What follows belongs to an exercise in optimizing a design on an open flow for small area; a production flow would make more cautious choices.
The RTL was checked by simulation tests, not by an equivalence proof against the original design.
Power is estimated from default activity; no workload was simulated.

==> 03-06 <==
// bf_graph_loader
module bf_graph_loader #(
  parameter int LANES  = 32,
  parameter int WIDTH  = 32,
  parameter int ADDR_W = 10,
  parameter int ROWS   = 32
) (
  input  logic                   clk,
  input  logic                   rst_global,
  input  logic                   go,
  input  logic                   abort,
  input  logic [WIDTH-1:0]       in_data,
  input  logic                   in_valid,
  output logic                   in_ready,
  output logic [ADDR_W-1:0]      mem_addr,
  output logic [LANES*WIDTH-1:0] mem_wdata,
  output logic                   mem_we,
  output logic                   mem_sel,
  output logic                   start,
  input  logic                   finish,
  output logic                   busy,
  output logic                   done
);
  localparam int LW = (LANES > 1) ? $clog2(LANES) : 1;
  localparam int RW = (ROWS > 1) ? $clog2(ROWS) : 1;
  logic st_load, st_start, st_run, st_done, we_q;
  logic [LW-1:0]          lane_cnt;
  logic [RW-1:0]          row_cnt;
  logic [LANES*WIDTH-1:0] row_q;
  logic busy_c, accept, row_end, last_end, running;
  assign busy_c   = st_load | we_q | st_start | st_run | st_done;
  assign accept   = st_load & in_valid & ~abort;
  assign row_end  = accept & (lane_cnt == LW'(LANES - 1));
  assign last_end = row_end & (row_cnt == RW'(ROWS - 1));
  assign running  = st_start | st_run;
  assign in_ready  = st_load;
  assign mem_we    = we_q;
  assign mem_sel   = st_load | we_q;
  assign start     = st_start;
  assign done      = st_done;
  assign busy      = busy_c;
  assign mem_addr  = ADDR_W'(row_cnt);
  assign mem_wdata = row_q;
  always_ff @(posedge clk or posedge rst_global) begin
    if (rst_global) begin
      st_load  <= 1'b0;
      st_start <= 1'b0;
      st_run   <= 1'b0;
      st_done  <= 1'b0;
      we_q     <= 1'b0;
    end else begin
      st_load  <= (~busy_c & go) | (st_load & ~abort & ~last_end);
  ...
==> module bf_graph_loader, before the edit <==
module bf_graph_loader #(
  parameter int LANES  = 32,
  parameter int WIDTH  = 32,
  parameter int ADDR_W = 10,
  parameter int ROWS   = 32
) (
  input  logic                   clk,
  input  logic                   rst_global,
  input  logic                   go,
  input  logic                   abort,
  input  logic [WIDTH-1:0]       in_data,
  input  logic                   in_valid,
  output logic                   in_ready,
  output logic [ADDR_W-1:0]      mem_addr,
  output logic [LANES*WIDTH-1:0] mem_wdata,
  output logic                   mem_we,
  output logic                   mem_sel,
  output logic                   start,
  input  logic                   finish,
  output logic                   busy,
  output logic                   done
);
  localparam int LW = (LANES > 1) ? $clog2(LANES) : 1;
  localparam int RW = (ROWS > 1) ? $clog2(ROWS) : 1;
  logic st_load, st_start, st_run, st_done, we_q;
  logic [LW-1:0]          lane_cnt;
  logic [RW-1:0]          row_cnt;
  logic [LANES*WIDTH-1:0] row_q;
  logic busy_c, accept, row_end, last_end, running;
  assign busy_c   = st_load | we_q | st_start | st_run | st_done;
  assign accept   = st_load & in_valid & ~abort;
  assign row_end  = accept & (lane_cnt == LW'(LANES - 1));
  assign last_end = row_end & (row_cnt == RW'(ROWS - 1));
  assign running  = st_start | st_run;
  assign in_ready  = st_load;
  assign mem_we    = we_q;
  assign mem_sel   = st_load | we_q;
  assign start     = st_start;
  assign done      = st_done;
  assign busy      = busy_c;
  assign mem_addr  = ADDR_W'(row_cnt);
  assign mem_wdata = row_q;
  always_ff @(posedge clk or posedge rst_global) begin
    if (rst_global) begin
      st_load  <= 1'b0;
      st_start <= 1'b0;
      st_run   <= 1'b0;
      st_done  <= 1'b0;
      we_q     <= 1'b0;
    end else begin
      st_load  <= (~busy_c & go) | (st_load & ~abort & ~last_end);
      st_start <= we_q & ~st_load;
      st_run   <= running & ~finish;
      st_done  <= running & finish;
      we_q     <= row_end;
    end
  end
  always_ff @(posedge clk) begin
    if (!st_load) lane_cnt <= '0;
    else if (accept) lane_cnt <= lane_cnt + 1'b1;
  end
  always_ff @(posedge clk) begin
    if (!st_load) row_cnt <= '0;
    else if (we_q) row_cnt <= row_cnt + 1'b1;
  end
  logic keep;
  assign keep = st_load & ~we_q;
  for (genvar i = 0; i < LANES - 1; i++) begin : g_lane
    logic sel;
    assign sel = accept & (lane_cnt == LW'(i));
    always_ff @(posedge clk) begin
      row_q[i*WIDTH +: WIDTH] <= (row_q[i*WIDTH +: WIDTH] & {WIDTH{keep}}) | (in_data & {WIDTH{sel}});
    end
  end
  always_ff @(posedge clk) begin
    row_q[LANES*WIDTH-1 -: WIDTH] <= in_data;
  end
endmodule
clock: 5.0 ns
lec_check: 0
cap_margin: 0
core_area: 3 3 647 103
cts_buf_list: sky130_fd_sc_hd__clkbuf_16
cts_cluster_diameter: 45
cts_cluster_size: 24
die_area: 0 0 650 106
place_density: 0.65
slew_margin: 0
standard.sh (not shown) runs the stock make flow with config.mk's settings and CLKGATE_MAP_FILE= SYNTH_SCRIPT=/design/flow/synth_recipe.tcl, a recipe that flattens the netlist after the stock synthesis.
==> flow/flow/run.sh <==
#!/bin/bash
# Standard ORFS layout (the standard.sh), with two changes:
#  - the per-bit row-lane update is hand-mapped to a22o cells (flow/mapcells.py) before synthesis;
#    the registers are untouched, so synthesis gives them the same names and cells as the standard one;
#  - the port buffers are made of the smallest buffer cell.
set -uo pipefail
python3 flow/mapcells.py design.v > design_mapped.v 2> mapcells.log || exit 1
sed "s#^export VERILOG_FILES = .*#export VERILOG_FILES = $PWD/design_mapped.v#" config.mk > config_mapped.mk
grep -q "design_mapped.v" config_mapped.mk || exit 1
sed "s#DESIGN_CONFIG=[^ ]*#DESIGN_CONFIG=$PWD/config_mapped.mk#" standard.sh > standard_mapped.sh
grep -q "config_mapped.mk" standard_mapped.sh || exit 1
export BUFFER_PORTS_ARGS="-buffer_cell sky130_fd_sc_hd__buf_1"
bash standard_mapped.sh finish > flow_make.log 2>&1
rc=$?
cp -r orfs/logs orfs_logs 2>/dev/null
exit $rc
==> flow/flow/mapcells.py <==
#!/usr/bin/env python3
"""Hand-map the per-bit row-lane update of bf_graph_loader to sky130 a22o cells.

Reads the design as the layout reads it (design.v) and writes it back with the lane update
    row_q[i*WIDTH +: WIDTH] <= (row_q[i*WIDTH +: WIDTH] & {WIDTH{keep}}) | (in_data & {WIDTH{sel}});
computed by one sky130_fd_sc_hd__a22o_1 per bit, X = (A1 & A2) | (B1 & B2), the same function.
The registers (row_q) are left as they are, so synthesis names and maps them as it does the RTL.
"""
import re
import sys

src = open(sys.argv[1]).read()
pat = re.compile(
    r"always_ff\s*@\s*\(\s*posedge\s+clk\s*\)\s*begin\s*"
    r"row_q\[i\*WIDTH \+: WIDTH\]\s*<=\s*\(row_q\[i\*WIDTH \+: WIDTH\]\s*&\s*\{WIDTH\{keep\}\}\)\s*\|\s*"
    r"\(in_data\s*&\s*\{WIDTH\{sel\}\}\);\s*end")
new = """logic [WIDTH-1:0] d;
    for (genvar b = 0; b < WIDTH; b++) begin : g_bit
      sky130_fd_sc_hd__a22o_1 u_a22o (.A1(row_q[i*WIDTH+b]), .A2(keep), .B1(in_data[b]), .B2(sel), .X(d[b]));
    end
    always_ff @(posedge clk) begin
      row_q[i*WIDTH +: WIDTH] <= d;
    end"""
out, n = pat.subn(new, src)
if n != 1:
    sys.exit("mapcells.py: lane update not found exactly once (%d)" % n)
sys.stdout.write(out)
==> 01-20: changes against 03-06 <==
--- a/flow/design.v
+++ b/flow/design.v
@@ -23,10 +23,10 @@
   localparam int LW = (LANES > 1) ? $clog2(LANES) : 1;
   localparam int RW = (ROWS > 1) ? $clog2(ROWS) : 1;
-  logic st_load, st_start, st_run, st_done, we_q;
+  logic st_load, st_kick, st_start, st_run, st_done, we_q;
   logic [LW-1:0]          lane_cnt;
   logic [RW-1:0]          row_cnt;
   logic [LANES*WIDTH-1:0] row_q;
-  logic busy_c, accept, row_end, last_end, running;
-  assign busy_c   = st_load | we_q | st_start | st_run | st_done;
+  logic idle, accept, row_end, last_end, running;
+  assign idle     = ~(st_load | st_kick | st_start | st_run | st_done);
   assign accept   = st_load & in_valid & ~abort;
   assign row_end  = accept & (lane_cnt == LW'(LANES - 1));
@@ -35,8 +35,8 @@
   assign in_ready  = st_load;
   assign mem_we    = we_q;
-  assign mem_sel   = st_load | we_q;
+  assign mem_sel   = st_load | st_kick;
   assign start     = st_start;
   assign done      = st_done;
-  assign busy      = busy_c;
+  assign busy      = ~idle;
   assign mem_addr  = ADDR_W'(row_cnt);
   assign mem_wdata = row_q;
@@ -44,4 +44,5 @@
     if (rst_global) begin
       st_load  <= 1'b0;
+      st_kick  <= 1'b0;
       st_start <= 1'b0;
       st_run   <= 1'b0;
@@ -49,6 +50,7 @@
       we_q     <= 1'b0;
     end else begin
-      st_load  <= (~busy_c & go) | (st_load & ~abort & ~last_end);
-      st_start <= we_q & ~st_load;
+      st_load  <= (idle & go) | (st_load & ~abort & ~last_end);
+      st_kick  <= last_end;
+      st_start <= st_kick;
       st_run   <= running & ~finish;
       st_done  <= running & finish;
@@ -64,12 +66,8 @@
     else if (we_q) row_cnt <= row_cnt + 1'b1;
   end
-  logic keep;
-  assign keep = st_load & ~we_q;
-  for (genvar i = 0; i < LANES - 1; i++) begin : g_lane
-    logic sel;
-    assign sel = accept & (lane_cnt == LW'(i));
-    always_ff @(posedge clk) begin
-      row_q[i*WIDTH +: WIDTH] <= (row_q[i*WIDTH +: WIDTH] & {WIDTH{keep}}) | (in_data & {WIDTH{sel}});
-    end
+  logic shift;
+  assign shift = accept & (lane_cnt != LW'(LANES - 1));
+  always_ff @(posedge clk) begin
+    if (shift) row_q[(LANES-1)*WIDTH-1:0] <= {in_data, row_q[(LANES-1)*WIDTH-1:WIDTH]};
   end
   always_ff @(posedge clk) begin
==> flow/run.sh (new file) <==
#!/bin/bash
# synth_recipe.tcl (not shown) runs the flow's synth.tcl, then flattens the netlist and writes it again
# the make line also repeats each setting of config.mk as NAME=value (left out here)
make -C /OpenROAD-flow-scripts/flow DESIGN_CONFIG=/design/flow/config.mk WORK_HOME=/design/flow/orfs CLKGATE_MAP_FILE= SYNTH_SCRIPT=/design/flow/synth_recipe.tcl finish
CAP_MARGIN = 20   (was 0)
CTS_BUF_LIST = not set   (was sky130_fd_sc_hd__clkbuf_16)
CTS_CLUSTER_DIAMETER = not set   (was 45)
CTS_CLUSTER_SIZE = not set   (was 24)
SLEW_MARGIN = 20   (was 0)
removed: flow/flow/run.sh
removed: flow/flow/mapcells.py
removed: flow/standard.sh
==> 03-02: changes against 03-06 <==
--- a/flow/design.v
+++ b/flow/design.v
@@ -23,10 +23,10 @@
   localparam int LW = (LANES > 1) ? $clog2(LANES) : 1;
   localparam int RW = (ROWS > 1) ? $clog2(ROWS) : 1;
-  logic st_load, st_start, st_run, st_done, we_q;
+  logic st_load, st_kick, st_start, st_run, st_done, we_q;
   logic [LW-1:0]          lane_cnt;
   logic [RW-1:0]          row_cnt;
   logic [LANES*WIDTH-1:0] row_q;
-  logic busy_c, accept, row_end, last_end, running;
-  assign busy_c   = st_load | we_q | st_start | st_run | st_done;
+  logic idle, accept, row_end, last_end, running;
+  assign idle     = ~(st_load | st_kick | st_start | st_run | st_done);
   assign accept   = st_load & in_valid & ~abort;
   assign row_end  = accept & (lane_cnt == LW'(LANES - 1));
@@ -35,8 +35,8 @@
   assign in_ready  = st_load;
   assign mem_we    = we_q;
-  assign mem_sel   = st_load | we_q;
+  assign mem_sel   = st_load | st_kick;
   assign start     = st_start;
   assign done      = st_done;
-  assign busy      = busy_c;
+  assign busy      = ~idle;
   assign mem_addr  = ADDR_W'(row_cnt);
   assign mem_wdata = row_q;
@@ -44,4 +44,5 @@
     if (rst_global) begin
       st_load  <= 1'b0;
+      st_kick  <= 1'b0;
       st_start <= 1'b0;
       st_run   <= 1'b0;
@@ -49,6 +50,7 @@
       we_q     <= 1'b0;
     end else begin
-      st_load  <= (~busy_c & go) | (st_load & ~abort & ~last_end);
-      st_start <= we_q & ~st_load;
+      st_load  <= (idle & go) | (st_load & ~abort & ~last_end);
+      st_kick  <= last_end;
+      st_start <= st_kick;
       st_run   <= running & ~finish;
       st_done  <= running & finish;
@@ -64,12 +66,8 @@
     else if (we_q) row_cnt <= row_cnt + 1'b1;
   end
-  logic keep;
-  assign keep = st_load & ~we_q;
-  for (genvar i = 0; i < LANES - 1; i++) begin : g_lane
-    logic sel;
-    assign sel = accept & (lane_cnt == LW'(i));
-    always_ff @(posedge clk) begin
-      row_q[i*WIDTH +: WIDTH] <= (row_q[i*WIDTH +: WIDTH] & {WIDTH{keep}}) | (in_data & {WIDTH{sel}});
-    end
+  logic shift;
+  assign shift = accept & (lane_cnt != LW'(LANES - 1));
+  always_ff @(posedge clk) begin
+    if (shift) row_q[(LANES-1)*WIDTH-1:0] <= {in_data, row_q[(LANES-1)*WIDTH-1:WIDTH]};
   end
   always_ff @(posedge clk) begin
==> flow/run.sh (new file) <==
#!/bin/bash
# synth_recipe.tcl (not shown) runs the flow's synth.tcl, then flattens the netlist and writes it again
# the make line also repeats each setting of config.mk as NAME=value (left out here)
make -C /OpenROAD-flow-scripts/flow DESIGN_CONFIG=/design/flow/config.mk WORK_HOME=/design/flow/orfs CLKGATE_MAP_FILE= SYNTH_SCRIPT=/design/flow/synth_recipe.tcl finish
CAP_MARGIN = 20   (was 0)
CORE_AREA = not set   (was 3 3 647 103)
CORE_MARGIN = 2   (was not set)
CORE_UTILIZATION = 65   (was not set)
CTS_BUF_LIST = not set   (was sky130_fd_sc_hd__clkbuf_16)
CTS_CLUSTER_DIAMETER = not set   (was 45)
CTS_CLUSTER_SIZE = not set   (was 24)
DIE_AREA = not set   (was 0 0 650 106)
PLACE_DENSITY = 0.75   (was 0.65)
SLEW_MARGIN = 20   (was 0)
removed: flow/flow/run.sh
removed: flow/flow/mapcells.py
removed: flow/standard.sh
==> comparison table <==
metric	03-06	03-02	01-20
Outcome	complete, no violations	stopped before the end	complete, no violations
Stage where the flow stopped	-	I/O pin placement (3_2_place_iop)	-
Summed negative setup slack over all endpoints	0 ns	-	0 ns
Sequential share of power	0.610	-	0.598
Number of combinational gates with multiple inputs	1086	-	49
Critical path depth in cells	3	-	3
Cell with the largest stage delay on the worst path	sky130_fd_sc_hd__dfrtp_1	-	sky130_fd_sc_hd__clkdlybuf4s50_1
Floorplan die width	650 um	223 um	650 um
Sequential cell power	8.35 mW	-	10.1 mW
Post-CTS setup-driven buffer insertion count	0	-	0
Detailed-route wire length on metal 1	51.8 mm	-	49.2 mm
Hold Path Class	in2async	-	reg2reg
Clock tree from TritonCTS	done	-	done
Switching pwr	3.44 mW	-	3.66 mW

==> what the ideal ports hide <==
The results above use ideal ports. As a check the final layouts listed here were re-extracted and re-timed, cells and wires unchanged. Step 1 sets driving cells, clkbuf_16 on the clock port and buf_2 on the other inputs (assumed; they add their load-dependent delay and slew). Step 2 moves the port delays by t, midway between the first and last clock arrival at a register: inputs arrive t later, outputs are due t later. That takes back most of the time a late clock gives input paths. Three values: ideal ports, drivers, drivers and shift; two values: the first two.
run	t (ns)	slack for setup (ns)	hold WS [ns]	worst setup path after step 2	worst register clock-pin slew, ns
03-06	0.698	1.882 / 1.821 / 1.479	0.219 / 0.184 / 0.491	input to register	0.11 / 0.11
01-20	0.649	1.705 / 1.655 / 1.467	0.407 / 0.407 / 0.407	input to register	0.09 / 0.09
After both steps setup and hold are still met in every run listed. For 03-06, which loses most, drivers alone change the setup slack by -0.061 ns; drivers and shift together by -0.403 ns.
